This is an optimization exercise on Yosys and OpenROAD, whose aim is small area, a short achievable clock period and few clock cycles, not a production implementation.
Function was checked by simulation only, so behaviour that the tests miss may differ from the original.

==> design.v <==
package imd_pkg;
	localparam int IMD_REG_WIDTH_DEF = 32;	 
	typedef enum logic [3:0] {
		IMD_NOP   = 4'd0,	 
		IMD_MFHI  = 4'd1,	 
		IMD_MFLO  = 4'd2,	 
		IMD_MTHI  = 4'd3,	 
		IMD_MTLO  = 4'd4,	 
		IMD_MULT  = 4'd5,	 
		IMD_MULTU = 4'd6,	 
		IMD_DIV   = 4'd7,	 
		IMD_DIVU  = 4'd8	 
	} imd_op_t;
	typedef enum logic [1:0] {
		SEQ_IDLE = 2'd0,	 
		SEQ_RUN  = 2'd1,	 
		SEQ_DONE = 2'd2		 
	} imd_seq_state_t;
endpackage
`timescale 1ns/1ps
module imd_top #(
	parameter int REG_WIDTH = imd_pkg::IMD_REG_WIDTH_DEF
) (
	input  logic			clk,
	input  logic			nrst,
	input  logic [3:0]		i_imuldiv_op,		 
	input  logic [REG_WIDTH-1:0]	i_rs_val,
	input  logic [REG_WIDTH-1:0]	i_rt_val,
	input  logic			i_mem_stall,
	input  logic			i_fetch_stall,
	input  logic			i_nullify_execute,
	input  logic			i_nullify_mem,
	input  logic			i_nullify_wb,
	output logic			o_exec_stall,		 
	output logic [REG_WIDTH-1:0]	o_rd_val,
	output logic			o_rd_valid
);
	localparam int W = REG_WIDTH;
	localparam int CW = $clog2(W);
	localparam int K = 4;			 
	localparam int NSTEP = W / K;
	logic		st_prep;	 
	logic		st_mul;		 
	logic		st_mfin;	 
	logic		st_size;	 
	logic		st_norm;	 
	logic		st_div;		 
	logic		st_neg;		 
	logic [W-1:0]	hi, lo;		 
	logic [W-1:0]	d;		 
	logic [W-1:0]	m;		 
	logic [CW-1:0]	cnt;		 
	logic [CW:0]	za, zb;		 
	logic		cy;		 
	logic [K-1:0]	ps, pc;		 
	logic		md;		 
	logic		short_m;	 
	logic		nl, nd;		 
	logic		neg_l, neg_h;	 
	logic		zl;		 
	logic		hz, lz;		 
	logic		mthi_m, mtlo_m, mthi_w, mtlo_w;
	logic		rd_hi;		 
	logic [W-1:0]	hi_seq, lo_seq;	 
	logic		op_mf, op_mfhi, op_mthi, op_mtlo, op_mul, op_div, op_signed;
	logic		busy, last, fin, stallable;
	logic		free;		 
	logic		adv, ld_arith, ld_mt, wr_mt;
	assign op_mfhi = (i_imuldiv_op == imd_pkg::IMD_MFHI);
	assign op_mf = op_mfhi || (i_imuldiv_op == imd_pkg::IMD_MFLO);
	assign op_mthi = (i_imuldiv_op == imd_pkg::IMD_MTHI);
	assign op_mtlo = (i_imuldiv_op == imd_pkg::IMD_MTLO);
	assign op_mul = (i_imuldiv_op == imd_pkg::IMD_MULT) || (i_imuldiv_op == imd_pkg::IMD_MULTU);
	assign op_div = (i_imuldiv_op == imd_pkg::IMD_DIV) || (i_imuldiv_op == imd_pkg::IMD_DIVU);
	assign op_signed = (i_imuldiv_op == imd_pkg::IMD_MULT) || (i_imuldiv_op == imd_pkg::IMD_DIV);
	assign busy = st_prep || st_mul || st_mfin || st_size || st_norm || st_div || st_neg;
	assign last = (cnt == '0);
	assign fin = (st_mfin && !neg_l) || (st_div && last && !neg_l && !neg_h) || st_neg;
	assign stallable = busy && !fin;
	assign free = !i_mem_stall && !i_fetch_stall;
	assign o_exec_stall = free && op_mf && stallable;
	assign adv = free && !(op_mf && stallable);
	assign ld_arith = free && !i_nullify_execute && (op_mul || op_div);
	assign ld_mt = free && !i_nullify_execute && (op_mthi || op_mtlo);
	assign wr_mt = adv && !i_nullify_wb;
	logic		a_neg, b_neg;
	assign a_neg = op_signed && i_rs_val[W-1];
	assign b_neg = op_signed && i_rt_val[W-1];
	function automatic logic is_small(input logic [W-1:0] v, input logic sgn);
		is_small = (v[W-1:W/2] == '0) || (sgn && (v[W-1:W/2-1] == '1));
	endfunction
	logic		rs_small, rt_small, swap;
	logic [W-1:0]	lo_in, d_in;
	assign rs_small = is_small(i_rs_val, op_signed);
	assign rt_small = is_small(i_rt_val, op_signed);
	assign swap = op_mul && !rs_small && rt_small;
	assign lo_in = swap ? i_rt_val : i_rs_val;
	assign d_in = swap ? i_rs_val : i_rt_val;
	localparam int CSW = W + K;
	function automatic logic [2*CSW-1:0] csa(input logic [CSW-1:0] x, input logic [CSW-1:0] y,
		input logic [CSW-1:0] z);
		logic [CSW-1:0] s, c;
		s = x ^ y ^ z;
		c = ((x & y) | (x & z) | (y & z)) << 1;
		csa = {c, s};
	endfunction
	logic [CSW-1:0]	pp [K];
	logic [CSW-1:0]	s1, c1, s2, c2, s3, c3, cs_s, cs_c;
	logic [K:0]	pend;		 
	always_comb
		for (int i = 0; i < K; i++)
			pp[i] = {{K{1'b0}}, d & {W{lo[i]}}} << i;
	assign {c1, s1} = csa({{K{1'b0}}, hi}, {{K{1'b0}}, m}, pp[0]);
	assign {c2, s2} = csa(pp[1], pp[2], pp[3]);
	assign {c3, s3} = csa(s1, c1, s2);
	assign {cs_c, cs_s} = csa(s3, c3, c2);
	assign pend = {1'b0, ps} + {1'b0, pc} + {{K{1'b0}}, cy};
	logic [W:0]	sum;
	assign sum = {1'b0, hi} + {1'b0, m} + {{W{1'b0}}, md || pend[K]};
	logic [W-1:0]	lo_neg, hi_neg, lo_mag, d_mag;
	assign lo_neg = ~lo + 1'b1;
	assign hi_neg = ~hi + {{(W-1){1'b0}}, md || !st_neg || zl};
	assign lo_mag = nl ? lo_neg : lo;
	assign d_mag = nd ? hi_neg : d;
	function automatic logic [CW:0] clz(input logic [W-1:0] v);
		logic [CW-1:0]	n [W];
		logic		z [W];
		for (int i = 0; i < W; i++)
		begin
			z[i] = !v[W - 1 - i];
			n[i] = '0;
		end
		for (int l = 0; l < CW; l++)
		begin
			for (int i = 0; i < (W >> (l + 1)); i++)
			begin
				n[i] = z[2*i] ? (n[2*i+1] | CW'(1 << l)) : n[2*i];
				z[i] = z[2*i] && z[2*i+1];
			end
		end
		clz = {z[0], z[0] ? '0 : n[0]};
	endfunction
	logic [CW:0]	sh;
	logic		d_zero, q_zero;
	assign d_zero = zb[CW];
	assign q_zero = (zb < za);		 
	assign sh = zb - za;
	logic		end_div;	 
	assign end_div = (st_norm && (d_zero || q_zero)) || (st_div && last);
	always_ff @(posedge clk or negedge nrst)
	begin
		if (!nrst)
		begin
			st_prep <= 1'b0;
			st_mul <= 1'b0;
			st_mfin <= 1'b0;
			st_size <= 1'b0;
			st_norm <= 1'b0;
			st_div <= 1'b0;
			st_neg <= 1'b0;
			hz <= 1'b1;
			lz <= 1'b1;
			o_rd_valid <= 1'b0;
			mthi_m <= 1'b0;
			mtlo_m <= 1'b0;
			mthi_w <= 1'b0;
			mtlo_w <= 1'b0;
		end
		else
		begin
			if (adv)
			begin
				o_rd_valid <= !i_nullify_execute && op_mf;
				mthi_m <= ld_mt && op_mthi;
				mtlo_m <= ld_mt && op_mtlo;
				mthi_w <= mthi_m && !i_nullify_mem;
				mtlo_w <= mtlo_m && !i_nullify_mem;
			end
			if (ld_arith || (wr_mt && mthi_w))
				hz <= 1'b0;
			if (ld_arith || (wr_mt && mtlo_w))
				lz <= 1'b0;
			if (ld_arith)
			begin
				st_prep <= a_neg || b_neg;
				st_mul <= op_mul && !a_neg && !b_neg;
				st_mfin <= 1'b0;
				st_size <= op_div && !a_neg && !b_neg;
				st_norm <= 1'b0;
				st_div <= 1'b0;
				st_neg <= 1'b0;
			end
			else
			begin
				st_prep <= 1'b0;
				st_mul <= (st_prep && !md) || (st_mul && !last);
				st_mfin <= st_mul && last;
				st_size <= st_prep && md;
				st_norm <= st_size;
				st_div <= (st_norm && !d_zero && !q_zero) || (st_div && !last);
				st_neg <= ((st_mfin || end_div) && (neg_l || neg_h));
			end
		end
	end
	always_ff @(posedge clk)
	begin
		if (adv && !i_nullify_execute && op_mf)
			rd_hi <= op_mfhi;
		if (ld_arith)
		begin
			md <= op_div;
			short_m <= rs_small || rt_small;
			nl <= swap ? b_neg : a_neg;
			nd <= swap ? a_neg : b_neg;
			neg_l <= a_neg ^ b_neg;
			neg_h <= op_div ? a_neg : (a_neg ^ b_neg);
			cy <= 1'b0;
			ps <= '0;
			pc <= '0;
		end
		else if (st_mul)
		begin
			cy <= pend[K];
			ps <= cs_s[K-1:0];
			pc <= cs_c[K-1:0];
		end
		if (st_mfin)
			zl <= (pend[K-1:0] == '0) && (short_m ?
				((sum[W/2-1:0] == '0) && (lo[W-1:W/2+K] == '0)) : (lo[W-1:K] == '0));
		if (ld_arith)
			cnt <= CW'((rs_small || rt_small) ? NSTEP / 2 - 1 : NSTEP - 1);
		else if (st_norm)
			cnt <= sh[CW-1:0];
		else if (st_mul || st_div)
			cnt <= cnt - 1'b1;
		if (st_size)
		begin
			za <= clz(lo);
			zb <= clz(d);
		end
		if (ld_arith)
			d <= d_in;
		else if (adv && (mthi_m || mtlo_m))
			d <= m;
		else if (st_prep)
			d <= d_mag;
		if (ld_mt)
			m <= i_rs_val;
		else if (ld_arith)
			m <= '0;
		else if (st_mul)
			m <= cs_c[CSW-1:K];
		else if (st_norm)
			m <= ~(d << sh[CW-1:0]);
		else if (st_div)
			m <= {1'b1, m[W-1:1]};
	end
	always_comb
	begin
		hi_seq = hi;
		lo_seq = lo;
		if (st_prep)
		begin
			hi_seq = '0;
			lo_seq = lo_mag;
		end
		if (st_mul)
		begin
			hi_seq = cs_s[CSW-1:K];
			lo_seq = {pend[K-1:0], lo[W-1:K]};
		end
		if (st_mfin)
		begin
			if (short_m)
			begin
				hi_seq = {{(W/2){1'b0}}, sum[W-1:W/2]};
				lo_seq = {sum[W/2-1:0], pend[K-1:0], lo[W-1:W/2+K]};
			end
			else
			begin
				hi_seq = sum[W-1:0];
				lo_seq = {pend[K-1:0], lo[W-1:K]};
			end
		end
		if (st_norm)
		begin
			hi_seq = lo;
			lo_seq = {W{d_zero}};
		end
		if (st_div)
		begin
			if (sum[W])
				hi_seq = sum[W-1:0];
			lo_seq = {lo[W-2:0], sum[W]};
		end
		if (st_neg)
		begin
			if (neg_l)
				lo_seq = lo_neg;
			if (neg_h)
				hi_seq = hi_neg;
		end
	end
	always_ff @(posedge clk)
	begin
		if (ld_arith)
		begin
			lo <= lo_in;
			hi <= (a_neg || b_neg) ? d_in : '0;
		end
		else if (wr_mt && mthi_w)
			hi <= d;
		else if (wr_mt && mtlo_w)
			lo <= d;
		else
		begin
			hi <= hi_seq;
			lo <= lo_seq;
		end
	end
	assign o_rd_val = (hi & {W{rd_hi && !hz}}) | (lo & {W{!rd_hi && !lz}});
endmodule
==> flow/run.sh <==
#!/bin/bash
# Standard layout with two placement/repair knobs changed:
#  - port buffers are plain sky130 buffers (buf_1) instead of the delay cell
#    buffer_ports picks by default; every port still gets its own buffer;
#  - the resizer may change a cell's footprint when it repairs timing.
set -euo pipefail
bash standard.sh MATCH_CELL_FOOTPRINT=0 "BUFFER_PORTS_ARGS=-buffer_cell sky130_fd_sc_hd__buf_1" finish > standard_make.log 2>&1
==> standard.sh <==
#!/bin/bash
# synth_recipe.tcl (not shown) runs the flow's synth.tcl, then flattens the netlist and writes it again
# the make line also repeats each setting of config.mk as NAME=value (left out here)
make -C /OpenROAD-flow-scripts/flow DESIGN_CONFIG=/design/flow/config.mk WORK_HOME=/design/flow/orfs CLKGATE_MAP_FILE= SYNTH_SCRIPT=/design/flow/synth_recipe.tcl "${@:-finish}"
==> config.mk <==
export PLATFORM = sky130hd
export DESIGN_NAME = imd_top
export DESIGN_NICKNAME = imd_top
export VERILOG_FILES = /design/flow/design.v
export SDC_FILE = /design/flow/constraint.sdc
export NUM_CORES = 4
export LEC_CHECK = 0
export CAP_MARGIN = 20
export CORE_MARGIN = 2
export CORE_UTILIZATION = 40
export SETUP_SLACK_MARGIN = 2.8
export SLEW_MARGIN = 20
==> constraint.sdc <==
create_clock -name core_clock -period 6.5 [get_ports {clk}]
set_input_delay 1.3000 -clock core_clock [delete_from_list [all_inputs] [get_ports {clk}]]
set_output_delay 1.3000 -clock core_clock [all_outputs]
set_load 0.01 [all_outputs]
==> flow_summary.json, run 1 <==
{
  "status": "no timing/DRC/antenna violations",
  "setup_tns_ns": 0,
  "grt_overflow": 0,
  "final_cell_area_um2": 24400,
  "relSlewSlack": 0.293,
  "crit_chain": "ha_1, a21oi_2, nand2_1, a221oi_1, nand3_1, a21o_1, a21oi_1, xor2_2, o221ai_1, a31o_2",
  "clk_latency_ns": 0.52,
  "regArea_um2": 5070,
  "max_freq_mhz": 248,
  "antenna_found_initial": 12,
  "max_cap_viol_count": 0,
  "viasPerCell": 7.17,
  "rrSetupSlack_ns": 2.46,
  "whs_endpoint": "hz",
  "grtUsageTotal": 0.424,
  "wirelength_mm": 116,
  "end_kind": "flip-flop",
  "required_ns": 6.79,
  "highest_layer": "met5",
  "synth_adder_area_share": 0.151,
  "ys_seq_elements": 173,
  "min_from": "hz",
  "syn-instance-count": 2501,
  "yosys.cell_types.count": 80,
  "synthMuxAreaShare": 0.0587,
  "yosysWarnings": 6,
  "final_core_util": 0.467,
  "wire_per_inst_um": 35.7,
  "cts.clk_slew.worst_paths_ns": 0.09,
  "vias": 23400,
  "die-area_um2": 54400,
  "drcViolationCount": 0,
  "seq_area_frac_synth": 0.241,
  "hold_path_class": "flip-flop to flip-flop",
  "area_delta_synth_final_pct": 16.0,
  "postPlaceCellArea_um2": 22000,
  "die_w_um": 233,
  "coreArea_um2": 52200,
  "cts.sinks": 173,
  "nets": 2813,
  "worst_slew_pin_slew_ns": 1.05,
  "min_period_ns": 4.04,
  "synth-edff-count": 153,
  "synth_area_leader_cell": "edfxtp_1",
  "dr_wl_met2_mm": 48.0,
  "yosys.area_share.simple": 0.187,
  "drive_above_1_share": 0.154,
  "dieHeight_um": 233,
  "clock-root-buffer": "clkbuf_16",
  "postCtsHoldBufs": 0,
  "cp.arrival_ns": 4.33,
  "worst_setup_path_start_kind": "flip-flop",
  "synth_top_family_by_area": "compound AO/OA/AOI/OAI gates",
  "synth_fp_nets": 2753,
  "io_pins": 109,
  "grt_pass1_wl_mm": 163,
  "syn-cell-area_um2": 21000,
  "worstSetupPathType": "flip-flop to flip-flop",
  "first_global_vias": 21600,
  "gp_congestion": 1.12,
  "min_period_over_period": 0.621,
  "max_stage_delay_ns": 0.61,
  "drt.antenna.violating_nets": 0,
  "synth_top_area_frac": 0.218,
  "wl_met3_mm": 16.8,
  "m1WireLength_mm": 41.8,
  "num_rows": 84,
  "cts_buffer_depth": 2,
  "finalSetupViolations": 0,
  "ys.flop_type": "edfxtp_1",
  "r2r_end": "hi[26]",
  "cts_buffers": 17,
  "cts_tree": "done",
  "drv_slew": 0,
  "synthArstFlopShare": 0.0809,
  "r2r-start": "hi[22]",
  "rsz0062_at_grt": "true",
  "hold_violations": 0,
  "multi_input_area_um2": 15800,
  "dp_hpwl_mm": 86.1,
  "portBuffers": 108,
  "h-tree-depth": 4,
  "final_cell_mix": "nand2_1 (206), nor2_1 (200), o21ai_0 (191)",
  "grt_max_degree": 72,
  "hold_path_depth": 1,
  "synthTopCellsByArea": "edfxtp_1 (22%), fa_1 (12%), o21ai_0 (5.2%), a21oi_1 (4.3%), mux2i_1 (4.0%)",
  "critPathMaxFanout": 11,
  "synth-compound-area-share": 0.265,
  "start_util": 0.403,
  "drt_pass1_iterations": 8,
  "final_common_cell": "nand2_1",
  "drtIter0Drc": 4037,
  "syn_avg_cell_area_um2": 8.41,
  "r2r_cells": 10,
  "critPathSlowestCell": "edfxtp_1",
  "clock_skew_ns": 0.0293,
  "synthXorXnorAreaFrac": 0.0462,
  "num-fill-cells": 5155
}
synthesized netlist by cell type (15+ instances only):
| master | number |
|---|---|
| a211oi_1 | 64 |
| a21o_1 | 24 |
| a21oi_1 | 180 |
| a221oi_1 | 78 |
| a22o_1 | 35 |
| a31oi_1 | 17 |
| and2_1 | 129 |
| clkbuf_1 | 213 |
| edfxtp_1 | 153 |
| fa_1 | 127 |
| ha_1 | 50 |
| inv_1 | 52 |
| mux2_2 | 18 |
| mux2i_1 | 85 |
| nand2_1 | 214 |
| nand2b_1 | 21 |
| nand3_1 | 28 |
| nand4_1 | 21 |
| nor2_1 | 210 |
| nor2b_1 | 24 |
| nor3_1 | 64 |
| nor4_1 | 30 |
| o211ai_1 | 31 |
| o21ai_0 | 217 |
| o221ai_1 | 33 |
| o22ai_1 | 29 |
| o31ai_1 | 16 |
| or3_1 | 15 |
| xnor2_1 | 72 |
| xor2_1 | 39 |
metrics by stage:
| step | setup WS, ns | hold WS (ns) | std cells |
|---|---|---|---|
| after floorplan | 2.78 | 0.450 | 2501 |
| after global routing | 2.45 | 0.519 | 3262 |
| after CTS | 2.57 | 0.501 | 3209 |
| after global placement | 1.50 | 0.473 | 3128 |
| final | 2.46 | 0.501 | 3264 |
| after detailed placement | 1.46 | 0.480 | 3128 |
sequential cells by signal, summed over array words and instances, names as in the netlist, 4 cells and up:
| name | cells |
|---|---|
| ps | 4 |
| cnt | 5 |
| lo | 32 |
| za | 6 |
| zb | 6 |
| hi | 32 |
| d | 32 |
| m | 32 |
what timing repair did:
item | CTS | global route
resized for setup | 148 | 77
buffers inserted | 48 | 53
cloned | 1 | 0
pin swaps | 26 | 23
setup endpoints to repair | 247 | 119
kinds of logic after synthesis:
logic type | after synthesis
XOR/XNOR | 111
flip-flops | 173
AND/OR/NAND/NOR | 805
multiplexers | 111
buffers and inverters | 285
adder cells (fa/ha/maj) | 177
AO/OA/AOI/OAI | 839
layer usage:
layer,vias to the layer above,track usage
li1,9435,-
met1,11400,0.533
met2,2024,0.615
met3,516,0.153
met4,10,0.267
met5,-,0
layout make-up:
cell class / count / share of cell area
Tap cell: 688 / 0.0353
Clock buffer: 17 / 0.0174
Sequential cell: 173 / 0.208
Antenna cell: 2 / 0.000205
Multi-Input combinational cell: 2043 / 0.648
Timing Repair inverter: 1 / 0.000308
Inverter: 57 / 0.0101
Clock inverter: 15 / 0.00621
Timing Repair Buffer: 268 / 0.0749
worst max path at each step:
stage	start	depth (start not counted)	end
2_1_floorplan	i_imuldiv_op[2]	10	hi[14]
3_3_place_gp	i_imuldiv_op[0]	10	hi[29]
3_5_place_dp	i_imuldiv_op[0]	10	hi[29]
4_1_cts	ps[0]	17	hi[18]
5_1_grt	ps[0]	17	hi[18]
6_report	hi[22]	10	hi[26]
worst max-delay path, delay by kind of cell (launching register included):
family	cells	cell delay (ns)
DFF	1	0.61
AOI/OAI and AO/OA	6	1.81
xor gates and xnor gates	1	0.37
adders and majority gates	1	0.55
and+or+nand+nor	2	0.46
Testbench counts, summed over its fixed seeds: cycles 31,558.
==> run 2, diff against run 1 <==
--- a/config.mk
+++ b/config.mk
@@ -6,7 +6,8 @@
 export NUM_CORES = 4
 export LEC_CHECK = 0
+export ABC_AREA = 1
 export CAP_MARGIN = 20
 export CORE_MARGIN = 2
 export CORE_UTILIZATION = 40
-export SETUP_SLACK_MARGIN = 2.8
+export SETUP_SLACK_MARGIN = 2.5
 export SLEW_MARGIN = 20
==> run 2 against run 1 <==
Still clean. Maximum frequency increased by 1.7%. Sequential share of layout area decreased by 0.75 points. Cell count increased by 37%. Design area increased by 3.7%. Worst setup slack improved by 0.068 ns.
==> flow_summary.json, run 2 <==
{
  "final_cells": 4457,
  "die_w_um": 247,
  "start_util": 0.406,
  "dp_slack_ns": 1.98,
  "synth-edff-count": 153,
  "nets": 3931,
  "synth_area_leader_cell": "edfxtp_1",
  "ys.flop_type": "edfxtp_1",
  "drive_above_1_share": 0.0520,
  "r2r_cells": 15,
  "grt_pass1_wl_mm": 175,
  "synthArstFlopShare": 0.0809,
  "yosysWarnings": 6,
  "r2r-start": "d[4]",
  "diodes": 0,
  "synth_top_area_frac": 0.195,
  "synth_fp_nets": 3952,
  "use_met1": 0.563,
  "hold_path_class": "flip-flop to flip-flop",
  "drcViolationCount": 0,
  "vias": 26900,
  "synth_most_common_cell": "nand2_1",
  "required_ns": 6.74,
  "gp_congestion": 1.08,
  "coreArea_um2": 58000,
  "num_rows": 88,
  "fin_ws_ns": 2.53,
  "worst_setup_path_start_kind": "flip-flop",
  "grtUsageMet3": 0.124,
  "cp.arrival_ns": 4.21,
  "critPathMaxFanout": 10,
  "final_common_cell": "nand2_1",
  "worstSetupPathType": "flip-flop to flip-flop",
  "dieHeight_um": 247,
  "worst_slew_pin_slew_ns": 1.01,
  "ys_seq_elements": 173,
  "dp_hpwl_mm": 98.3,
  "clock-root-buffer": "clkbuf_16",
  "final_cell_mix": "nand2_1 (1115), inv_1 (591), o21ai_0 (297)",
  "cts_buffer_depth": 2,
  "synth_common_cells": "nand2_1 (1119), inv_1 (595), o21ai_0 (297), nand3_1 (259), nor2_1 (235)",
  "syn-instance-count": 3700,
  "h-tree-depth": 4,
  "cts_tree": "done",
  "portBuffers": 108,
  "place_inst": 4413,
  "clock_skew_ns": 0.0157,
  "gr-max-usage-layer": "met1",
  "io_pins": 109,
  "max_freq_mhz": 252,
  "hold_violations": 0,
  "status": "no timing/DRC/antenna violations",
  "cp-startpoint": "d[4]",
  "grt_overflow": 0,
  "final_cell_area_um2": 25300,
  "setup_tns_ns": 0,
  "gr-usage-met2": 0.558,
  "min_period_ns": 3.97,
  "max_cap_viol_count": 0,
  "cts.clk_slew.worst_paths_ns": 0.08,
  "end_kind": "flip-flop",
  "wire_per_inst_um": 27.9,
  "min_from": "lz",
  "antenna_found_initial": 4,
  "cts.sinks": 173,
  "relSlewSlack": 0.325,
  "grtUsageTotal": 0.403,
  "syn_avg_cell_area_um2": 6.37,
  "postPlaceCellArea_um2": 24400,
  "postCtsHoldBufs": 0,
  "clk_latency_ns": 0.48,
  "drtIter0Drc": 4663,
  "drv_slew": 0,
  "yosys.cell_types.count": 64,
  "viasPerCell": 6.03,
  "drt_pass1_iterations": 9,
  "die-area_um2": 60900,
  "seq_area_frac_synth": 0.215,
  "grt_max_degree": 103,
  "drt.antenna.violating_nets": 0,
  "syn-cell-area_um2": 23600,
  "wirelength_mm": 124,
  "synthTopCellsByArea": "edfxtp_1 (19%), nand2_1 (18%), fa_1 (11%), inv_1 (9.5%), o21ai_0 (6.3%)",
  "finalSetupViolations": 0,
  "rsz0062_at_grt": "true",
  "area_delta_synth_final_pct": 7.25,
  "min_period_over_period": 0.611,
  "first_global_vias": 24300,
  "hold_path_depth": 2,
  "cts_buffers": 17
}
## run 2: changes by cell type in the layout (fill, tap and decap cells not counted), moves of 95 or more
cell / change
nand2_1: +909
inv_1: +543
buf_4: -95
nand3_1: +230
and2_1: -122
o21ai_0: +106
## run 2: metal layers
metal / part of all wire / vias to the layer above / wire (um)
li1: - / 11900 / -
met1: 0.40 / 12500 / 49200
met2: 0.40 / 2058 / 49100
met3: 0.15 / 346 / 18100
met4: 0.062 / 6 / 7690
met5: 0.00034 / - / 42
## run 2: path summary, 6_finish.rpt
check,to,slack (ns)
setup / recovery,hi[4],2.53
hold / removal,lz,0.45
setup reg to reg,hi[4],2.53
hold reg to reg,lz,0.45
max in group asynchronous,st_mul,4.94
min in group asynchronous,st_norm,0.94
## run 2: cell families after synthesis
kind of cell               count (synthesis)  share of synthesized area
buffers and inverters                    820                      0.135
xor gates and xnor gates                  57                     0.0215
adders and majority gates                177                      0.134
AOI/OAI and AO/OA                        661                      0.164
DFF                                      173                      0.215
and+or+nand+nor                         1795                      0.323
muxes                                     17                    0.00722
## run 2: cell type report
| class | instances | area, um^2 |
|---|---|---|
| clock buffer | 22 | 475 |
| clock inverter | 10 | 103 |
| fill | 6280 | 32700 |
| inverter | 619 | 2360 |
| multi-input combinational | 2709 | 15500 |
| sequential | 173 | 5070 |
| tap | 765 | 957 |
| timing repair buffer | 157 | 837 |
| timing repair inverter | 2 | 10.0 |
## run 2: timing repair
| action | in CTS | in global routing |
|---|---|---|
| gates resized for setup | 18 | 28 |
| endpoints found under the setup margin | 130 | 95 |
| cloned | 0 | 4 |
| setup buffers | 2 | 6 |
| pin swaps | 0 | 3 |
## run 2: stage by stage
step	util	hold WS, ns
5_1_grt	0.436	0.469
2_1_floorplan	-	0.420
3_3_place_gp	0.421	0.431
3_5_place_dp	0.421	0.433
4_1_cts	0.432	0.444
6_report	0.436	0.446
## run 2: worst max-delay path, stage by stage, from the launching register on
cell and delay (ns):
edfxtp_1 0.83, nand2_1 0.11, inv_1 0.11, fa_1 0.42, fa_1 0.45, fa_1 0.51
a221oi_1 0.56, o21ai_0 0.17, inv_1 0.11, nand2_1 0.06, nand2_1 0.05, nand2_1 0.05
nand2_1 0.12, nand2_1 0.07, nand2_1 0.07, nand2_1 0.05
==> run 3, diff against run 2 <==
--- a/design.v
+++ b/design.v
@@ -94,5 +94,5 @@
 	assign rs_small = is_small(i_rs_val, op_signed);
 	assign rt_small = is_small(i_rt_val, op_signed);
-	assign swap = op_mul && !rs_small && rt_small;
+	assign swap = 1'b0;
 	assign lo_in = swap ? i_rt_val : i_rs_val;
 	assign d_in = swap ? i_rs_val : i_rt_val;
@@ -210,5 +210,5 @@
 		begin
 			md <= op_div;
-			short_m <= rs_small || rt_small;
+			short_m <= rs_small;
 			nl <= swap ? b_neg : a_neg;
 			nd <= swap ? a_neg : b_neg;
@@ -229,5 +229,5 @@
 				((sum[W/2-1:0] == '0) && (lo[W-1:W/2+K] == '0)) : (lo[W-1:K] == '0));
 		if (ld_arith)
-			cnt <= CW'((rs_small || rt_small) ? NSTEP / 2 - 1 : NSTEP - 1);
+			cnt <= CW'(rs_small ? NSTEP / 2 - 1 : NSTEP - 1);
 		else if (st_norm)
 			cnt <= sh[CW-1:0];
--- a/config.mk
+++ b/config.mk
@@ -6,5 +6,4 @@
 export NUM_CORES = 4
 export LEC_CHECK = 0
-export ABC_AREA = 1
 export CAP_MARGIN = 20
 export CORE_MARGIN = 2
==> run 3 against run 2 <==
Non-clock buffer count is 67 higher. Worst setup slack worse by 0.041 ns. Via count is 14% lower. Routed wire length is 9.1% lower. Clock skew is 0.0033 ns higher. Critical path depth is 4 lower.
==> flow_summary.json, run 3 <==
{
  "cp-startpoint": "lo[1]",
  "drv_slew": 0,
  "syn-instance-count": 2523,
  "max_cap_viol_count": 0,
  "cts_buffer_depth": 2,
  "synth_top_area_frac": 0.221,
  "clock-root-buffer": "clkbuf_16",
  "r2r_cells": 11,
  "end_kind": "flip-flop",
  "cp.arrival_ns": 4.24,
  "synth_common_cells": "nand2_1 (275), nor2_1 (222), clkbuf_1 (210), o21ai_0 (202), a21oi_1 (183)",
  "h-tree-depth": 4,
  "cts.sinks": 173,
  "ys_seq_elements": 173,
  "min_period_ns": 4.01,
  "dieHeight_um": 232,
  "cpMostUsedCell": "fa_1",
  "clock_skew_ns": 0.0190,
  "synth-edff-count": 153,
  "drive_above_1_share": 0.107,
  "max_freq_mhz": 249,
  "syn-cell-area_um2": 20800,
  "yosysWarnings": 6,
  "multi_input_area_um2": 15000,
  "gp_congestion": 1.00,
  "crit_buf_inv": 1,
  "rsz0062_at_grt": "true",
  "cts.clk_slew.worst_paths_ns": 0.08,
  "clk_latency_ns": 0.51,
  "min_from": "o_rd_valid",
  "critPathMaxFanout": 34,
  "start_util": 0.405,
  "synth_fp_nets": 2775,
  "synth_area_leader_cell": "edfxtp_1",
  "nets": 2784,
  "max_stage_delay_ns": 0.57,
  "drt.antenna.violating_nets": 0,
  "grtUsageTotal": 0.416,
  "cts_tree": "done",
  "die-area_um2": 53800,
  "synthTopCellsByArea": "edfxtp_1 (22%), fa_1 (12%), nand2_1 (5.0%), o21ai_0 (4.9%), a21oi_1 (4.4%)",
  "seq_area_frac_synth": 0.244,
  "crit_chain": "buf_4, and2_1, fa_1, fa_1, fa_1, a221oi_2, o21ai_0, o22a_1, o211ai_1, a211o_1, a31oi_1",
  "num-fill-cells": 5151,
  "first_global_vias": 21700,
  "coreArea_um2": 51300,
  "area_delta_synth_final_pct": 11.5,
  "worstSetupPathType": "flip-flop to flip-flop",
  "hold_path_class": "flip-flop to flip-flop",
  "syn_avg_cell_area_um2": 8.23,
  "postCtsHoldBufs": 0,
  "finalSetupViolations": 0,
  "drtIter0Drc": 3769,
  "portBuffers": 108,
  "grt_max_degree": 60,
  "crit_family": "adder cells",
  "antenna_found_initial": 5,
  "grt_overflow": 0,
  "whs_endpoint": "o_rd_valid",
  "place_inst": 3144,
  "synthArstFlopShare": 0.0809,
  "vias": 23000,
  "dp_hpwl_mm": 80.5,
  "die_w_um": 232,
  "worst_setup_path_start_kind": "flip-flop",
  "cts_buffers": 17,
  "ys.flop_type": "edfxtp_1",
  "final_cells": 3227,
  "io_pins": 109,
  "synth_most_common_cell": "nand2_1",
  "regArea_um2": 5070,
  "min_period_over_period": 0.617,
  "wire_per_inst_um": 35.0,
  "rrSetupSlack_ns": 2.49,
  "viasPerCell": 7.13,
  "setup_tns_ns": 0,
  "r2r-start": "lo[1]",
  "num_rows": 83,
  "final_common_cell": "nand2_1",
  "yosys.cell_types.count": 91,
  "drt_pass1_iterations": 9,
  "hold_path_depth": 1,
  "final_cell_mix": "nand2_1 (271), nor2_1 (214), o21ai_0 (195)",
  "r2r_end": "hi[2]",
  "required_ns": 6.73,
  "relSlewSlack": 0.153,
  "status": "no timing/DRC/antenna violations",
  "critPathSlowestCell": "fa_1",
  "drcViolationCount": 0,
  "hold_violations": 0,
  "wirelength_mm": 113,
  "grt_pass1_wl_mm": 159,
  "worst_slew_pin_slew_ns": 1.26
}
-- run 3: routing by layer --
metal,wire length (um),track usage,share of wire
met1,40100,0.513,0.36
met2,46600,0.603,0.41
met3,16400,0.153,0.14
met4,9740,0.284,0.086
met5,26,0,0.00023
-- run 3: layout make-up --
type,instances,share of cell area
clock inverter,15,0.00789
timing repair buffer,224,0.0580
inverter,59,0.0100
multi-input combinational,2056,0.649
tap,680,0.0368
sequential,173,0.219
antenna,2,0.000216
clock buffer,17,0.0184
timing repair inverter,1,0.000216
-- run 3: how the worst max path moves through the flow --
stage             end  slack, ns  cells after the start
2_1_floorplan    m[0]       2.51                      9
3_3_place_gp   hi[16]       1.54                     15
3_5_place_dp   hi[16]       1.51                     15
4_1_cts        hi[29]       2.48                     10
5_1_grt         hi[6]       2.42                     16
6_report        hi[2]       2.49                     11
-- run 3: through the flow --
stage	util	worst slack [ns]	instance area, um^2	hold WS, ns
final	0.451	2.49	23100	0.490
after global routing	0.451	2.42	23100	0.516
after CTS	0.443	2.48	22700	0.497
after detailed placement	0.423	1.51	21700	0.481
after global placement	0.423	1.54	21700	0.483
after floorplan	-	2.51	20800	0.462
-- run 3: what timing repair did --
action / in CTS / in global routing
setup endpoints to repair: 83 / 165
endpoints found under the hold margin: 0 / 0
gates cloned: 3 / 1
resized for setup: 46 / 44
buffers inserted: 22 / 23
pin swaps: 10 / 12
-- run 3: cell families (layout without fill, tap and decap cells) --
group           Yosys count  after routing  synth area share
simple gates            874            874             0.203
buf+inv                 296            316            0.0574
xor+xnor                115            115            0.0485
mux                      48             48            0.0266
compound gates          840            842             0.268
fa+ha+maj               177            177             0.153
flops                   173            173             0.244
other cells               0              2                 0
Testbench counts of run 3, summed over its fixed seeds: cycles 32,818.
==> run 4, diff against run 3 <==
--- a/design.v
+++ b/design.v
@@ -52,4 +52,5 @@
 	logic [CW-1:0]	cnt;		 
 	logic [CW:0]	za, zb;		 
+	logic		first;		 
 	logic		cy;		 
 	logic [K-1:0]	ps, pc;		 
@@ -94,5 +95,5 @@
 	assign rs_small = is_small(i_rs_val, op_signed);
 	assign rt_small = is_small(i_rt_val, op_signed);
-	assign swap = 1'b0;
+	assign swap = op_mul && rt_small;
 	assign lo_in = swap ? i_rt_val : i_rs_val;
 	assign d_in = swap ? i_rs_val : i_rt_val;
@@ -111,5 +112,5 @@
 		for (int i = 0; i < K; i++)
 			pp[i] = {{K{1'b0}}, d & {W{lo[i]}}} << i;
-	assign {c1, s1} = csa({{K{1'b0}}, hi}, {{K{1'b0}}, m}, pp[0]);
+	assign {c1, s1} = csa({{K{1'b0}}, hi & {W{!first}}}, {{K{1'b0}}, m}, pp[0]);
 	assign {c2, s2} = csa(pp[1], pp[2], pp[3]);
 	assign {c3, s3} = csa(s1, c1, s2);
@@ -210,5 +211,5 @@
 		begin
 			md <= op_div;
-			short_m <= rs_small;
+			short_m <= rs_small || rt_small;
 			nl <= swap ? b_neg : a_neg;
 			nd <= swap ? a_neg : b_neg;
@@ -218,7 +219,9 @@
 			ps <= '0;
 			pc <= '0;
+			first <= 1'b1;
 		end
 		else if (st_mul)
 		begin
+			first <= 1'b0;
 			cy <= pend[K];
 			ps <= cs_s[K-1:0];
@@ -229,5 +232,5 @@
 				((sum[W/2-1:0] == '0) && (lo[W-1:W/2+K] == '0)) : (lo[W-1:K] == '0));
 		if (ld_arith)
-			cnt <= CW'(rs_small ? NSTEP / 2 - 1 : NSTEP - 1);
+			cnt <= CW'((rs_small || rt_small) ? NSTEP / 2 - 1 : NSTEP - 1);
 		else if (st_norm)
 			cnt <= sh[CW-1:0];
@@ -261,8 +264,5 @@
 		lo_seq = lo;
 		if (st_prep)
-		begin
-			hi_seq = '0;
 			lo_seq = lo_mag;
-		end
 		if (st_mul)
 		begin
@@ -307,5 +307,5 @@
 		begin
 			lo <= lo_in;
-			hi <= (a_neg || b_neg) ? d_in : '0;
+			hi <= d_in;
 		end
 		else if (wr_mt && mthi_w)
==> run 4 against run 3 <==
Flip-flop and latch count increased by 1. Cell count increased by 2.6%. Sequential share of layout area decreased by 0.74 points. Design area increased by 3.9%. Register-to-register slack got worse by 0.11 ns. Clock skew decreased by 0.0034 ns. Area after synthesis increased by 3.3%. Critical endpoint is now hi[27]. Highest routed layer unchanged.
==> flow_summary.json, run 4 <==
{
  "drt.antenna.violating_nets": 0,
  "clk_latency_ns": 0.51,
  "status": "no timing/DRC/antenna violations",
  "ys_seq_elements": 174,
  "grt_overflow": 0,
  "final_common_cell": "nand2_1",
  "drtIter0Drc": 3770,
  "num-fill-cells": 5293,
  "cp-startpoint": "cy",
  "r2r_cells": 18,
  "coreArea_um2": 52800,
  "wire_per_inst_um": 36.2,
  "min_period_ns": 4.12,
  "grt_pass1_wl_mm": 167,
  "required_ns": 6.77,
  "crit_path_end": "hi[27]",
  "nets": 2858,
  "gp_congestion": 1.05,
  "max_freq_mhz": 242,
  "grtUsageTotal": 0.422,
  "h-tree-depth": 4,
  "final_cell_area_um2": 24100,
  "drt_pass1_iterations": 9,
  "drcViolationCount": 0,
  "start_util": 0.407,
  "cts.clk_slew.worst_paths_ns": 0.08,
  "syn_avg_cell_area_um2": 8.26,
  "cts.sinks": 174,
  "finalSetupViolations": 0,
  "first_global_vias": 21700,
  "rrSetupSlack_ns": 2.38,
  "viasPerCell": 7.05,
  "die_w_um": 236,
  "cts_tree": "done",
  "dieHeight_um": 236,
  "cp.arrival_ns": 4.40,
  "num_rows": 84,
  "yosys.cell_types.count": 92,
  "rsz0062_at_grt": "true",
  "synth_top_area_frac": 0.214,
  "vias": 23300,
  "hold_violations": 0,
  "regArea_um2": 5090,
  "multi_input_area_um2": 15900,
  "io_pins": 109,
  "drv_slew": 0,
  "critPathMaxFanout": 15,
  "synthArstFlopShare": 0.0805,
  "clock_skew_ns": 0.0157,
  "die-area_um2": 55500,
  "area_delta_synth_final_pct": 12.1,
  "grt_max_degree": 83,
  "relSlewSlack": 0.233,
  "final_cell_mix": "nand2_1 (313), nor2_1 (185), a21oi_1 (169)",
  "cts_buffer_depth": 2,
  "min_period_over_period": 0.634,
  "synth_area_leader_cell": "edfxtp_1",
  "postPlaceCellArea_um2": 22400,
  "antenna_found_initial": 6,
  "worstSetupPathType": "flip-flop to flip-flop",
  "syn-cell-area_um2": 21500,
  "drive_above_1_share": 0.108,
  "r2r_end": "hi[27]",
  "synthTopCellsByArea": "edfxtp_1 (21%), fa_1 (12%), nand2_1 (5.6%), a21oi_1 (4.1%), o21ai_0 (4.0%)",
  "worst_setup_path_start_kind": "flip-flop",
  "synth_most_common_cell": "nand2_1",
  "dp_hpwl_mm": 90.1,
  "cts_buffers": 17,
  "ys.flop_type": "edfxtp_1",
  "synth-edff-count": 153,
  "clock-root-buffer": "clkbuf_16",
  "synth_fp_nets": 2849,
  "seq_area_frac_synth": 0.237,
  "setup_tns_ns": 0,
  "max_cap_viol_count": 0,
  "hold_path_class": "flip-flop to flip-flop",
  "yosysWarnings": 6,
  "r2r-start": "cy",
  "wirelength_mm": 120,
  "portBuffers": 108,
  "worst_slew_pin_slew_ns": 1.12,
  "end_kind": "flip-flop",
  "synth_common_cells": "nand2_1 (318), clkbuf_1 (201), nor2_1 (193), a21oi_1 (175), o21ai_0 (171)",
  "syn-instance-count": 2597
}
run 4: changes by cell type in the layout (fill, tap and decap cells not counted), sizes merged, moves of 14 or more:
cell | before | now
o211ai | 20 | 34
a211oi | 36 | 54
nor2b | 15 | 47
nand2 | 275 | 318
a31oi | 55 | 24
a221oi | 69 | 35
a22oi | 23 | 6
o21ai | 203 | 187
o22ai | 25 | 49
nor2 | 222 | 194
xnor2 | 80 | 64
mux2i | 35 | 84
run 4: repair_timing:
| action | 4_1_cts | 5_1_grt |
|---|---|---|
| pin swaps | 33 | 31 |
| resized for setup | 63 | 74 |
| setup buffers | 29 | 12 |
| hold endpoints to repair | 0 | 0 |
| setup endpoints to repair | 127 | 157 |
| hold buffers | 0 | 0 |
| gates cloned | 4 | 0 |
run 4: final cells by class:
cell class / instances / share of cell area
multi-input combinational: 2136 / 0.660
timing repair buffer: 221 / 0.0592
antenna: 3 / 0.000312
clock buffer: 18 / 0.0187
inverter: 56 / 0.00900
tap: 688 / 0.0358
clock inverter: 14 / 0.00557
sequential: 174 / 0.212
run 4: how the worst min path moves through the flow:
| stage | from | end | slack (ns) | depth (start not counted) |
|---|---|---|---|---|
| detailed placement | cy | cy | 0.49 | 2 |
| global placement | o_rd_valid | o_rd_valid | 0.46 | 1 |
| CTS | lz | lz | 0.51 | 1 |
| floorplan | st_mfin | zl | 0.45 | 0 |
| finish | lz | lz | 0.51 | 1 |
| global route | lz | lz | 0.52 | 1 |
run 4: cells by family (layout without fill, tap and decap cells):
logic type / Yosys count / in the layout / share of synthesized area
flip-flops: 174 / 174 / 0.237
buffers and inverters: 287 / 309 / 0.0523
multiplexers: 102 / 102 / 0.0528
other: 0 / 3 / 0
XOR/XNOR: 111 / 111 / 0.0453
AND/OR/NAND/NOR: 925 / 925 / 0.209
AO/OA/AOI/OAI: 821 / 821 / 0.256
adder cells (fa/ha/maj): 177 / 177 / 0.148
run 4: routing by layer:
layer  vias to the layer above  part of all wire  global-route usage
li1                       9587                 -                   -
met1                     11400              0.38               0.558
met2                      1902              0.42               0.617
met5                         -           0.00033                   0
met4                         6             0.077               0.264
met3                       418              0.12               0.106
run 4: worst max-delay path, stage by stage, from the launching register on:
cell,delay [ns]
dfxtp_2,0.34
ha_4,0.17
ha_4,0.17
a31oi_4,0.18
and2_4,0.17
fa_2,0.22
fa_2,0.22
nor2b_2,0.05
o31a_1,0.33
o211ai_1,0.21
buf_4,0.18
a31oi_4,0.11
o221a_4,0.31
o31a_1,0.35
buf_4,0.20
clkbuf_16,0.19
o211ai_1,0.18
o211ai_1,0.12
a21o_1,0.17
run 4: through the flow:
step / hold slack, ns / instances / worst slack [ns] / util
6_report: 0.508 / 3310 / 2.38 / 0.456
5_1_grt: 0.520 / 3308 / 2.27 / 0.456
4_1_cts: 0.509 / 3295 / 2.46 / 0.448
3_3_place_gp: 0.462 / 3230 / 1.52 / 0.425
3_5_place_dp: 0.494 / 3230 / 1.56 / 0.425
2_1_floorplan: 0.449 / 2597 / 2.59 / -
Testbench counts of run 4, summed over its fixed seeds: cycles 31,558.
==> run 5, diff against run 4 <==
--- a/design.v
+++ b/design.v
@@ -43,5 +43,4 @@
 	logic		st_mul;		 
 	logic		st_mfin;	 
-	logic		st_size;	 
 	logic		st_norm;	 
 	logic		st_div;		 
@@ -51,6 +50,4 @@
 	logic [W-1:0]	m;		 
 	logic [CW-1:0]	cnt;		 
-	logic [CW:0]	za, zb;		 
-	logic		first;		 
 	logic		cy;		 
 	logic [K-1:0]	ps, pc;		 
@@ -75,5 +72,5 @@
 	assign op_div = (i_imuldiv_op == imd_pkg::IMD_DIV) || (i_imuldiv_op == imd_pkg::IMD_DIVU);
 	assign op_signed = (i_imuldiv_op == imd_pkg::IMD_MULT) || (i_imuldiv_op == imd_pkg::IMD_DIV);
-	assign busy = st_prep || st_mul || st_mfin || st_size || st_norm || st_div || st_neg;
+	assign busy = st_prep || st_mul || st_mfin || st_norm || st_div || st_neg;
 	assign last = (cnt == '0);
 	assign fin = (st_mfin && !neg_l) || (st_div && last && !neg_l && !neg_h) || st_neg;
@@ -95,5 +92,5 @@
 	assign rs_small = is_small(i_rs_val, op_signed);
 	assign rt_small = is_small(i_rt_val, op_signed);
-	assign swap = op_mul && rt_small;
+	assign swap = op_mul && !rs_small && rt_small;
 	assign lo_in = swap ? i_rt_val : i_rs_val;
 	assign d_in = swap ? i_rs_val : i_rt_val;
@@ -112,5 +109,5 @@
 		for (int i = 0; i < K; i++)
 			pp[i] = {{K{1'b0}}, d & {W{lo[i]}}} << i;
-	assign {c1, s1} = csa({{K{1'b0}}, hi & {W{!first}}}, {{K{1'b0}}, m}, pp[0]);
+	assign {c1, s1} = csa({{K{1'b0}}, hi}, {{K{1'b0}}, m}, pp[0]);
 	assign {c2, s2} = csa(pp[1], pp[2], pp[3]);
 	assign {c3, s3} = csa(s1, c1, s2);
@@ -142,6 +139,9 @@
 		clz = {z[0], z[0] ? '0 : n[0]};
 	endfunction
+	logic [CW:0]	za, zb;		 
 	logic [CW:0]	sh;
 	logic		d_zero, q_zero;
+	assign za = clz(lo);
+	assign zb = clz(d);
 	assign d_zero = zb[CW];
 	assign q_zero = (zb < za);		 
@@ -156,5 +156,4 @@
 			st_mul <= 1'b0;
 			st_mfin <= 1'b0;
-			st_size <= 1'b0;
 			st_norm <= 1'b0;
 			st_div <= 1'b0;
@@ -187,6 +186,5 @@
 				st_mul <= op_mul && !a_neg && !b_neg;
 				st_mfin <= 1'b0;
-				st_size <= op_div && !a_neg && !b_neg;
-				st_norm <= 1'b0;
+				st_norm <= op_div && !a_neg && !b_neg;
 				st_div <= 1'b0;
 				st_neg <= 1'b0;
@@ -197,6 +195,5 @@
 				st_mul <= (st_prep && !md) || (st_mul && !last);
 				st_mfin <= st_mul && last;
-				st_size <= st_prep && md;
-				st_norm <= st_size;
+				st_norm <= st_prep && md;
 				st_div <= (st_norm && !d_zero && !q_zero) || (st_div && !last);
 				st_neg <= ((st_mfin || end_div) && (neg_l || neg_h));
@@ -219,9 +216,7 @@
 			ps <= '0;
 			pc <= '0;
-			first <= 1'b1;
 		end
 		else if (st_mul)
 		begin
-			first <= 1'b0;
 			cy <= pend[K];
 			ps <= cs_s[K-1:0];
@@ -237,9 +232,4 @@
 		else if (st_mul || st_div)
 			cnt <= cnt - 1'b1;
-		if (st_size)
-		begin
-			za <= clz(lo);
-			zb <= clz(d);
-		end
 		if (ld_arith)
 			d <= d_in;
@@ -264,5 +254,8 @@
 		lo_seq = lo;
 		if (st_prep)
+		begin
+			hi_seq = '0;
 			lo_seq = lo_mag;
+		end
 		if (st_mul)
 		begin
@@ -307,5 +300,5 @@
 		begin
 			lo <= lo_in;
-			hi <= d_in;
+			hi <= (a_neg || b_neg) ? d_in : '0;
 		end
 		else if (wr_mt && mthi_w)
==> run 5 against run 4 <==
First-iteration DRC count grew 8.2%. Worst setup slack worse by 0.38 ns. Maximum frequency is 8.5% lower. Via count rose by 3.8%. Sequential share of layout area down 3.2 points. Register-to-register slack got worse by 0.38 ns. Clock-buffer cell count increased by 2. Critical path type unchanged. Largest cell class unchanged. Highest routed layer unchanged.
==> flow_summary.json, run 5 <==
{
  "regArea_um2": 4690,
  "synthTopCellsByArea": "edfxtp_1 (20%), fa_1 (12%), a21oi_1 (4.9%), o21ai_0 (4.5%), nand2_1 (4.5%)",
  "crit_family": "adder cells",
  "cts_buffers": 17,
  "cts_tree": "done",
  "syn_avg_cell_area_um2": 8.22,
  "ys_seq_elements": 160,
  "worst_setup_path_start_kind": "flip-flop",
  "grtUsageTotal": 0.436,
  "max_stage_delay_ns": 0.49,
  "multi_input_area_um2": 16900,
  "syn-instance-count": 2553,
  "seq_area_frac_synth": 0.223,
  "synth_most_common_cell": "nand2_1",
  "clock-root-buffer": "clkbuf_16",
  "yosysWarnings": 6,
  "hold_violations": 0,
  "grt_overflow": 0,
  "vias": 24200,
  "die_w_um": 233,
  "syn-cell-area_um2": 21000,
  "status": "no timing/DRC/antenna violations",
  "max_freq_mhz": 222,
  "synth-edff-count": 141,
  "dp_hpwl_mm": 88.2,
  "final_cell_mix": "nand2_1 (232), nor2_1 (206), buf_4 (205)",
  "first_global_vias": 22100,
  "portBuffers": 108,
  "start_util": 0.407,
  "finalSetupViolations": 0,
  "antenna_found_initial": 5,
  "worst_slew_pin_slew_ns": 1.19,
  "wire_per_inst_um": 35.4,
  "io_pins": 109,
  "relSlewSlack": 0.198,
  "die-area_um2": 54300,
  "drcViolationCount": 0,
  "ys.flop_type": "edfxtp_1",
  "cts_buffer_depth": 2,
  "postCtsHoldBufs": 0,
  "grt_pass1_wl_mm": 167,
  "drv_slew": 0,
  "dieHeight_um": 233,
  "min_period_over_period": 0.694,
  "worstSetupPathType": "flip-flop to flip-flop",
  "gp_congestion": 1.02,
  "synth_area_leader_cell": "edfxtp_1",
  "num_rows": 83,
  "setup_tns_ns": 0,
  "cts.sinks": 160,
  "num-fill-cells": 4904,
  "final_common_cell": "nand2_1",
  "cts.clk_slew.worst_paths_ns": 0.08,
  "crit_buf_inv": 5,
  "clk_latency_ns": 0.51,
  "area_delta_synth_final_pct": 24.4,
  "synth_fp_nets": 2805,
  "drtIter0Drc": 4078,
  "critPathMaxFanout": 6,
  "rsz0062_at_grt": "true",
  "synthArstFlopShare": 0.0813,
  "min_period_ns": 4.51,
  "wirelength_mm": 121,
  "final_cell_area_um2": 26100,
  "hold_path_class": "flip-flop to flip-flop",
  "cp.arrival_ns": 4.77,
  "h-tree-depth": 4,
  "critPathSlowestCell": "mux4_2",
  "synth_top_area_frac": 0.202,
  "grt_max_degree": 84,
  "postPlaceCellArea_um2": 22200,
  "clock_skew_ns": 0.0148,
  "yosys.cell_types.count": 92,
  "drt.antenna.violating_nets": 0,
  "nets": 2961,
  "end_kind": "flip-flop",
  "coreArea_um2": 51600,
  "required_ns": 6.76,
  "max_cap_viol_count": 0,
  "synth_common_cells": "nand2_1 (252), nor2_1 (232), a21oi_1 (206), o21ai_0 (189), clkbuf_1 (184)",
  "drive_above_1_share": 0.231,
  "drt_pass1_iterations": 8,
  "crit_chain": "inv_2, ha_4, nor3b_4, and2_4, nand3_4, nand3_4, nor2_1, o21ai_1, o211ai_1, ha_4, inv_4, fa_2, buf_12, clkinvlp_4, buf_6, mux4_2, mux2_4, nand2_2, o21ai_2, a211oi_2, o21ai_1",
  "viasPerCell": 7.11
}
## run 5: cell types whose count changed in the layout (fill, tap and decap cells not counted), sizes merged, moves of 11 or more
cell | previous run | this run
clkbuf | 21 | 32
nor2b | 47 | 23
o22ai | 49 | 23
o41ai | 21 | 6
o221ai | 21 | 58
nor2 | 194 | 233
a211oi | 54 | 66
buf | 218 | 360
o21bai | 21 | 8
a21oi | 175 | 209
xor2 | 47 | 64
edfxtp | 153 | 141
nand2 | 318 | 252
nand3 | 34 | 46
## run 5: cell type report
| class | count | share of cell area |
|---|---|---|
| Antenna cell | 3 | 0.000288 |
| Clock buffer | 20 | 0.0179 |
| Clock inverter | 12 | 0.00412 |
| Inverter | 58 | 0.00920 |
| Multi-Input combinational cell | 2100 | 0.647 |
| Sequential cell | 160 | 0.180 |
| Tap cell | 680 | 0.0326 |
| Timing Repair Buffer | 372 | 0.109 |
## run 5: per-layer routing
metal / routed length (um) / up-vias / track usage
met5: 80 / - / 0
met4: 8430 / 2 / 0.211
met3: 17500 / 442 / 0.139
met2: 49400 / 2125 / 0.631
met1: 45200 / 11900 / 0.586
li1: - / 9735 / -
## run 5: cell families after synthesis
group,after synthesis,synth area share
AO/OA/AOI/OAI,820,0.259
multiplexers,100,0.0535
flip-flops,160,0.223
AND/OR/NAND/NOR,882,0.207
buffers and inverters,294,0.0563
XOR/XNOR,120,0.0501
adder cells (fa/ha/maj),177,0.151
## run 5: worst paths after layout
kind	start	endpoint	slack (ns)	cells after the start
hold reg to reg	o_rd_valid	o_rd_valid	0.48	1
max in group asynchronous	nrst	st_mul	5.11	1
hold / removal	o_rd_valid	o_rd_valid	0.48	1
setup reg to reg	lo[0]	m[28]	1.99	21
min in group asynchronous	nrst	mtlo_w	0.84	1
setup / recovery	lo[0]	m[28]	1.99	21
## run 5: repair_timing
| item | in CTS | in global routing |
|---|---|---|
| gates resized for setup | 289 | 175 |
| endpoints found under the setup margin | 111 | 85 |
| endpoints found under the hold margin | 0 | 0 |
| buffers inserted | 115 | 47 |
| gates cloned | 3 | 2 |
| pin swaps | 93 | 86 |
## run 5: per-stage QoR
step           instances  utilization  worst slack, ns  hold slack (ns)
2_1_floorplan       2553            -             2.47            0.449
3_3_place_gp        3203        0.429            0.886            0.467
3_5_place_dp        3203        0.430            0.892            0.466
4_1_cts             3353        0.482             2.13            0.484
5_1_grt             3403        0.506             1.84            0.501
6_report            3405        0.506             1.99            0.481
Testbench counts of run 5, summed over its fixed seeds: cycles 31,060.
==> run 6, diff against run 5 <==
--- a/config.mk
+++ b/config.mk
@@ -6,4 +6,5 @@
 export NUM_CORES = 4
 export LEC_CHECK = 0
+export ABC_CLOCK_PERIOD_IN_PS = 4000
 export CAP_MARGIN = 20
 export CORE_MARGIN = 2
==> run 6 against run 5 <==
Die area is the same. Highest routed layer unchanged. Critical path depth is the same. Maximum frequency did not move. Clock skew is the same. Hold slack unchanged. Worst setup slack did not move. Synthesized cell count stayed put. Sequential share of layout area stayed put.
==> flow_summary.json, run 6 <==
{
  "status": "no timing/DRC/antenna violations",
  "critPathMaxFanout": 6,
  "r2r_cells": 21,
  "final_common_cell": "nand2_1",
  "multi_input_area_um2": 16900,
  "ys.flop_type": "edfxtp_1",
  "vias": 24200,
  "drcViolationCount": 0,
  "grt_overflow": 0,
  "clock-root-buffer": "clkbuf_16",
  "seq_area_frac_synth": 0.223,
  "portBuffers": 108,
  "grt_max_degree": 84,
  "start_util": 0.407,
  "hold_violations": 0,
  "setup_tns_ns": 0,
  "cp.arrival_ns": 4.77,
  "worstSetupPathType": "flip-flop to flip-flop",
  "drt_pass1_iterations": 8,
  "ys_seq_elements": 160,
  "cts.clk_slew.worst_paths_ns": 0.08,
  "min_period_ns": 4.51,
  "gp_congestion": 1.02,
  "critPathSlowestCell": "mux4_2",
  "drtIter0Drc": 4078,
  "synth_top_area_frac": 0.202,
  "h-tree-depth": 4,
  "antenna_found_initial": 5,
  "synth_fp_nets": 2805,
  "min_period_over_period": 0.694,
  "drv_slew": 0,
  "grtUsageTotal": 0.436,
  "die-area_um2": 54300,
  "grt_pass1_wl_mm": 167,
  "clock_skew_ns": 0.0148,
  "synth-edff-count": 141,
  "synthArstFlopShare": 0.0813,
  "end_kind": "flip-flop",
  "cts_tree": "done",
  "regArea_um2": 4690,
  "worst_slew_pin_slew_ns": 1.19,
  "coreArea_um2": 51600,
  "synth_most_common_cell": "nand2_1",
  "required_ns": 6.76,
  "syn-instance-count": 2553,
  "num-fill-cells": 4904,
  "drive_above_1_share": 0.231,
  "dp_hpwl_mm": 88.2,
  "hold_path_class": "flip-flop to flip-flop",
  "max_cap_viol_count": 0,
  "synth_area_leader_cell": "edfxtp_1",
  "drt.antenna.violating_nets": 0,
  "syn-cell-area_um2": 21000,
  "area_delta_synth_final_pct": 24.4,
  "max_freq_mhz": 222,
  "num_rows": 83,
  "nets": 2961,
  "syn_avg_cell_area_um2": 8.22,
  "clk_latency_ns": 0.51,
  "wirelength_mm": 121,
  "worst_setup_path_start_kind": "flip-flop",
  "postCtsHoldBufs": 0,
  "final_cell_mix": "nand2_1 (232), nor2_1 (206), buf_4 (205)",
  "dieHeight_um": 233,
  "first_global_vias": 22100,
  "rsz0062_at_grt": "true",
  "yosys.cell_types.count": 92,
  "yosysWarnings": 6,
  "synthTopCellsByArea": "edfxtp_1 (20%), fa_1 (12%), a21oi_1 (4.9%), o21ai_0 (4.5%), nand2_1 (4.5%)",
  "cts_buffers": 17,
  "relSlewSlack": 0.198,
  "crit_chain": "inv_2, ha_4, nor3b_4, and2_4, nand3_4, nand3_4, nor2_1, o21ai_1, o211ai_1, ha_4, inv_4, fa_2, buf_12, clkinvlp_4, buf_6, mux4_2, mux2_4, nand2_2, o21ai_2, a211oi_2, o21ai_1",
  "cts_buffer_depth": 2,
  "max_stage_delay_ns": 0.49,
  "finalSetupViolations": 0,
  "io_pins": 109,
  "viasPerCell": 7.11,
  "hold_path_depth": 1,
  "die_w_um": 233,
  "wire_per_inst_um": 35.4,
  "synth_common_cells": "nand2_1 (252), nor2_1 (232), a21oi_1 (206), o21ai_0 (189), clkbuf_1 (184)",
  "cts.sinks": 160
}
-- run 6: worst paths after layout --
kind | endpoint | slack [ns] | startpoint
max in group asynchronous | st_mul | 5.11 | nrst
worst max-delay path | m[28] | 1.99 | lo[0]
worst max register to register | m[28] | 1.99 | lo[0]
worst min register to register | o_rd_valid | 0.48 | o_rd_valid
worst min-delay path | o_rd_valid | 0.48 | o_rd_valid
min in group asynchronous | mtlo_w | 0.84 | nrst
-- run 6: kinds of logic after synthesis --
| logic type | count (synthesis) | synth area share |
|---|---|---|
| compound gates | 820 | 0.259 |
| xor+xnor | 120 | 0.0501 |
| fa+ha+maj | 177 | 0.151 |
| buf+inv | 294 | 0.0563 |
| flops | 160 | 0.223 |
| mux | 100 | 0.0535 |
| simple gates | 882 | 0.207 |
-- run 6: metrics by stage --
stage / hold slack (ns) / cells / utilization / area, um^2 / setup slack [ns]
2_1_floorplan: 0.449 / 2553 / - / 21100 / 2.47
3_3_place_gp: 0.467 / 3203 / 0.429 / 22200 / 0.886
3_5_place_dp: 0.466 / 3203 / 0.430 / 22200 / 0.892
4_1_cts: 0.484 / 3353 / 0.482 / 24900 / 2.13
5_1_grt: 0.501 / 3403 / 0.506 / 26100 / 1.84
6_report: 0.481 / 3405 / 0.506 / 26100 / 1.99
-- run 6: layer usage --
metal  vias up  share of wire  wire [um]  global-route usage
met2      2125           0.41      49400               0.631
met3       442           0.14      17500               0.139
met5         -        0.00066         80                   0
met4         2          0.070       8430               0.211
met1     11900           0.37      45200               0.586
li1       9735              -          -                   -
-- run 6: critical path, delay by kind of cell (launching register included) --
family,cells,cell delay (ns)
buffers and inverters,5,0.66
DFF,1,0.41
muxes,2,0.76
and+or+nand+nor,6,0.70
adders and majority gates,3,0.94
AOI/OAI and AO/OA,5,0.76
-- run 6: cell type report --
| type | count | share of cell area |
|---|---|---|
| diodes | 3 | 0.000288 |
| clock buffers | 20 | 0.0179 |
| clock inverters | 12 | 0.00412 |
| inverters | 58 | 0.00920 |
| multi-input cells | 2100 | 0.647 |
| flip-flops and latches | 160 | 0.180 |
| well taps | 680 | 0.0326 |
| repair buffers | 372 | 0.109 |
-- run 6: repair_timing --
| item | in CTS | in global routing |
|---|---|---|
| pin swaps | 93 | 86 |
| endpoints found under the setup margin | 111 | 85 |
| gates resized for setup | 289 | 175 |
| gates cloned | 3 | 2 |
| setup buffers | 115 | 47 |

## afterwards: timing with drivers on the ports
The flow's constraints put no driver on any port. The routed layouts listed below were extracted and timed again, unchanged, in two steps.
Step 1: set_driving_cell puts a clkbuf_16 on clk and a buf_2 on each other input, an assumption about the parent block.
Step 2, shift: input delay + t, output delay - t, t = (earliest + latest rising clock arrival at the registers) / 2. This alone moves slack from input paths to output paths.
Slacks: no drivers / after step 1 / after step 2; pairs: no drivers / after step 1.
| run | t (ns) | setup slack, ns | worst hold slack (ns) | worst setup path after step 2 | worst register clock-pin slew, ns |
|---|---|---|---|---|---|
| run 1 | 0.571 | 2.462 / 2.462 / 2.039 | 0.501 / 0.501 / 0.501 | input to register | 0.09 / 0.09 |
| run 2 | 0.529 | 2.530 / 2.530 / 2.171 | 0.446 / 0.446 / 0.446 | input to register | 0.08 / 0.08 |
| run 3 | 0.560 | 2.489 / 2.489 / 2.138 | 0.490 / 0.490 / 0.490 | input to register | 0.09 / 0.09 |
| run 4 | 0.571 | 2.376 / 2.376 / 2.020 | 0.508 / 0.508 / 0.508 | input to register | 0.09 / 0.09 |
| run 5 | 0.566 | 1.992 / 1.992 / 1.945 | 0.481 / 0.481 / 0.481 | input to register | 0.08 / 0.08 |
| run 6 | 0.566 | 1.992 / 1.992 / 1.945 | 0.481 / 0.481 / 0.481 | input to register | 0.08 / 0.08 |
After both steps every run listed still meets setup and hold. For run 1, which loses most, drivers alone change the setup slack by 0.000 ns; drivers and shift together by -0.423 ns.
